What follows belongs to an exercise in optimizing a design on an open flow for small area and few clock cycles per item; a production flow would make more cautious choices. Function was checked by simulation only, so behaviour that the tests miss may differ from the original.

// ransac_inlier_scorer
module ransac_inlier_scorer (
    input  logic         clock,
    input  logic         reset_n,
    input  logic         start_valid,
    output logic         start_ready,
    input  logic [127:0] plane,
    input  logic [31:0]  threshold,
    input  logic [31:0]  point_count,
    input  logic         point_valid,
    output logic         point_ready,
    input  logic [95:0]  point,
    output logic         done_valid,
    input  logic         done_ready,
    output logic [31:0]  inlier_count,
    output logic         busy
);
Size: roughly 6,600 cells after synthesis, roughly 330 I/O pins, roughly 68,000 sq um of cells after synthesis.
export LEC_CHECK = 0
export CAP_MARGIN = 20
export CORE_MARGIN = 2
export CORE_UTILIZATION = 55
export SLEW_MARGIN = 20
create_clock -name core_clock -period 10.0 [get_ports {clock}]
standard.sh (not shown) runs the stock make flow with config.mk's settings and CLKGATE_MAP_FILE= SYNTH_SCRIPT=/design/flow/synth_recipe.tcl, a recipe that flattens the netlist after the stock synthesis.
==> flow/flow/run.sh <==
#!/bin/bash
set -o pipefail
export BUFFER_PORTS_ARGS="-buffer_cell sky130_fd_sc_hd__buf_1"
bash standard.sh 2>&1 | tee standard.log
Testbench counts at the start, summed over its fixed seeds: cycles 24,725, points 24,517.
Rerun with:
--- a/flow/config.mk
+++ b/flow/config.mk
@@ -7,2 +7,3 @@
 export LEC_CHECK = 0
+export ABC_AREA = 1
 export CAP_MARGIN = 20
Outcome: The new run passed the timing, design-rule and antenna checks. Synthesized area goes down by about 1.9%. Count of clock-buffer cells in the layout falls by 2. Clock skew rises by 0.0094 ns. Design area came out lower by about 2.2%. Wire length is higher by 5.0%. Worst hold slack is worse by 0.013 ns. Flip-flop and latch count is unchanged. Fmax drops by 4.6%. Worst setup slack gets worse by 0.37 ns. Global-route usage goes up by 3.1 points.


Setup of oak:
ransac_inlier_scorer, a different RTL version from the one above (not shown whole).
Size: roughly 6900 cells after synthesis, roughly 300 flip-flops, roughly 330 I/O pins, about 67000 µm² of cells after synthesis.
export LEC_CHECK = 0
export ABC_AREA = 1
export CAP_MARGIN = 20
export CORE_MARGIN = 2
export CORE_UTILIZATION = 55
export CTS_BUF_LIST = sky130_fd_sc_hd__clkbuf_8
export GPL_TIMING_DRIVEN = 0
export SLEW_MARGIN = 20
create_clock -name core_clock -period 10.0 [get_ports {clock}]
==> flow/flow/run.sh <==
#!/bin/bash
set -o pipefail
export BUFFER_PORTS_ARGS="-buffer_cell sky130_fd_sc_hd__buf_1"
export REMOVE_ABC_BUFFERS=1
bash standard.sh 2>&1 | tee standard.log
Testbench counts of oak, summed over its fixed seeds: cycles 24,717, points 24,517.
--- input diff oak..pine ---
Settings: removing CTS_BUF_LIST (formerly sky130_fd_sc_hd__clkbuf_8); removing GPL_TIMING_DRIVEN (formerly 0).
==> flow/flow/run.sh <==
#!/bin/bash
set -o pipefail
export BUFFER_PORTS_ARGS="-buffer_cell sky130_fd_sc_hd__buf_1"
bash standard.sh 2>&1 | tee standard.log
## What came out
Of the two candidates, oak has the better worst hold slack and pine the worse one.
Changes observed in pine relative to oak: global-route wire length before repair shows an increase of about 4%, remaining number of nets flagged by the antenna check after routing shows no meaningful change, share of the core filled with cells shows a reduction of 0.41 points, post-route cell area shows a reduction of 0.69%, first-iteration DRC count shows an increase of 70.
Modified inputs, birch compared to pine
Settings: GPL_TIMING_DRIVEN: unset -> 0.
==> flow/flow/run.sh <==
#!/bin/bash
set -o pipefail
export BUFFER_PORTS_ARGS="-buffer_cell sky130_fd_sc_hd__buf_1"
export REMOVE_ABC_BUFFERS=1
bash standard.sh 2>&1 | tee standard.log
Findings:
| average via count per standard cell | birch vs pine | 0.18 higher |. Utilization of the core after routing: pine and birch compared, higher one is birch. For sequential share of layout area, birch and pine come out practically identical. birch vs. pine: setup clock skew after layout saw an increase; final critical-path share of the clock period rose by 6.0 points.
Relative to birch, the following input files were edited for maple:
Settings: SLEW_MARGIN now 10, was 20; GPL_TIMING_DRIVEN no longer set, was 0; CTS_BUF_LIST now sky130_fd_sc_hd__clkbuf_8, previously not set; CAP_MARGIN now 10, was 20.
==> flow/flow/run.sh <==
#!/bin/bash
set -o pipefail
export BUFFER_PORTS_ARGS="-buffer_cell sky130_fd_sc_hd__buf_1"
bash standard.sh 2>&1 | tee standard.log
[summary]
birch has a lower top achievable clock speed than maple.
Area of the die came out exactly the same in maple and birch.


Setup of JK:
ransac_inlier_scorer, a different RTL version from the one above (not shown whole).
For scale: ~6800 cells after synthesis, roughly 280 flip-flops, ~66000 um2 of cells after synthesis.
==> flow/config.mk <==
export PLATFORM = sky130hd
export DESIGN_NAME = ransac_inlier_scorer
export DESIGN_NICKNAME = ransac_inlier_scorer
export VERILOG_FILES = /design/flow/design.v
export SDC_FILE = /design/flow/constraint.sdc
export NUM_CORES = 4
export LEC_CHECK = 0
export ABC_AREA = 1
export CAP_MARGIN = 20
export CORE_MARGIN = 2
export CORE_UTILIZATION = 55
export GPL_TIMING_DRIVEN = 0
export SLEW_MARGIN = 20
==> flow/constraint.sdc <==
create_clock -name core_clock -period 10.0 [get_ports {clock}]
set_input_delay 2.0000 -clock core_clock [delete_from_list [all_inputs] [get_ports {clock}]]
set_output_delay 2.0000 -clock core_clock [all_outputs]
set_load 0.01 [all_outputs]
==> flow/flow/run.sh <==
#!/bin/bash
set -o pipefail
export BUFFER_PORTS_ARGS="-buffer_cell sky130_fd_sc_hd__buf_1"
export REMOVE_ABC_BUFFERS=1
bash standard.sh 2>&1 | tee standard.log
JK ran to completion and came out clean on the timing, design-rule and antenna checks.
Testbench counts of JK, summed over its fixed seeds: cycles 24,725, points 24,517.
Changes in MS relative to JK:
Settings: GPL_TIMING_DRIVEN no longer set, was 0.
diff --git a/flow/flow/run.sh b/flow/flow/run.sh
--- a/flow/flow/run.sh
+++ b/flow/flow/run.sh
@@ -4 +3,0 @@
-export REMOVE_ABC_BUFFERS=1
### Flow results
Per the final summary, MS finished and its layout is clean on timing, DRC and antenna.
Global-route usage over all layers was lower in the run labelled JK.
Comparing JK against MS, there is no change at all in number of hold-repair buffers added at the cts stage.

-- what the ideal ports hide --
How much do the figures lean on ideal ports? The routed layouts below were timed once more, with nothing changed but the port constraints. Step 1 assumes that a clkbuf_16 drives the clock port and a buf_2 every other input. Step 2 times the ports against the registers' clock, not the clock port: input delays grow and output delays shrink by t, the midpoint of the rising clock arrivals with the driver on. Three values: ideal, step 1, step 2; two values: the first two.
run | t, ns | setup slack, ns | latest minus earliest clock arrival (ns)
the first run of note 1 | 0.755 | 2.222 / 2.280 / 1.525 | 0.036 / 0.036
the second run of note 1 | 0.702 | 1.850 / 1.890 / 1.211 | 0.043 / 0.042
oak | 0.827 | 0.480 / 0.410 / 0.725 | 0.065 / 0.065
pine | 0.712 | 1.216 / 1.131 / 1.264 | 0.030 / 0.031
birch | 0.686 | 0.617 / 0.540 / 0.742 | 0.041 / 0.042
maple | 0.815 | 1.076 / 0.991 / 1.260 | 0.040 / 0.040
JK | 0.704 | 0.787 / 0.853 / 0.149 | 0.055 / 0.055
MS | 0.691 | 1.248 / 1.305 / 0.615 | 0.019 / 0.019
After both steps every run listed still meets setup and hold. The setup slack of the first run of note 1, which loses most, moves by +0.058 ns with the drivers and by -0.697 ns with both steps.
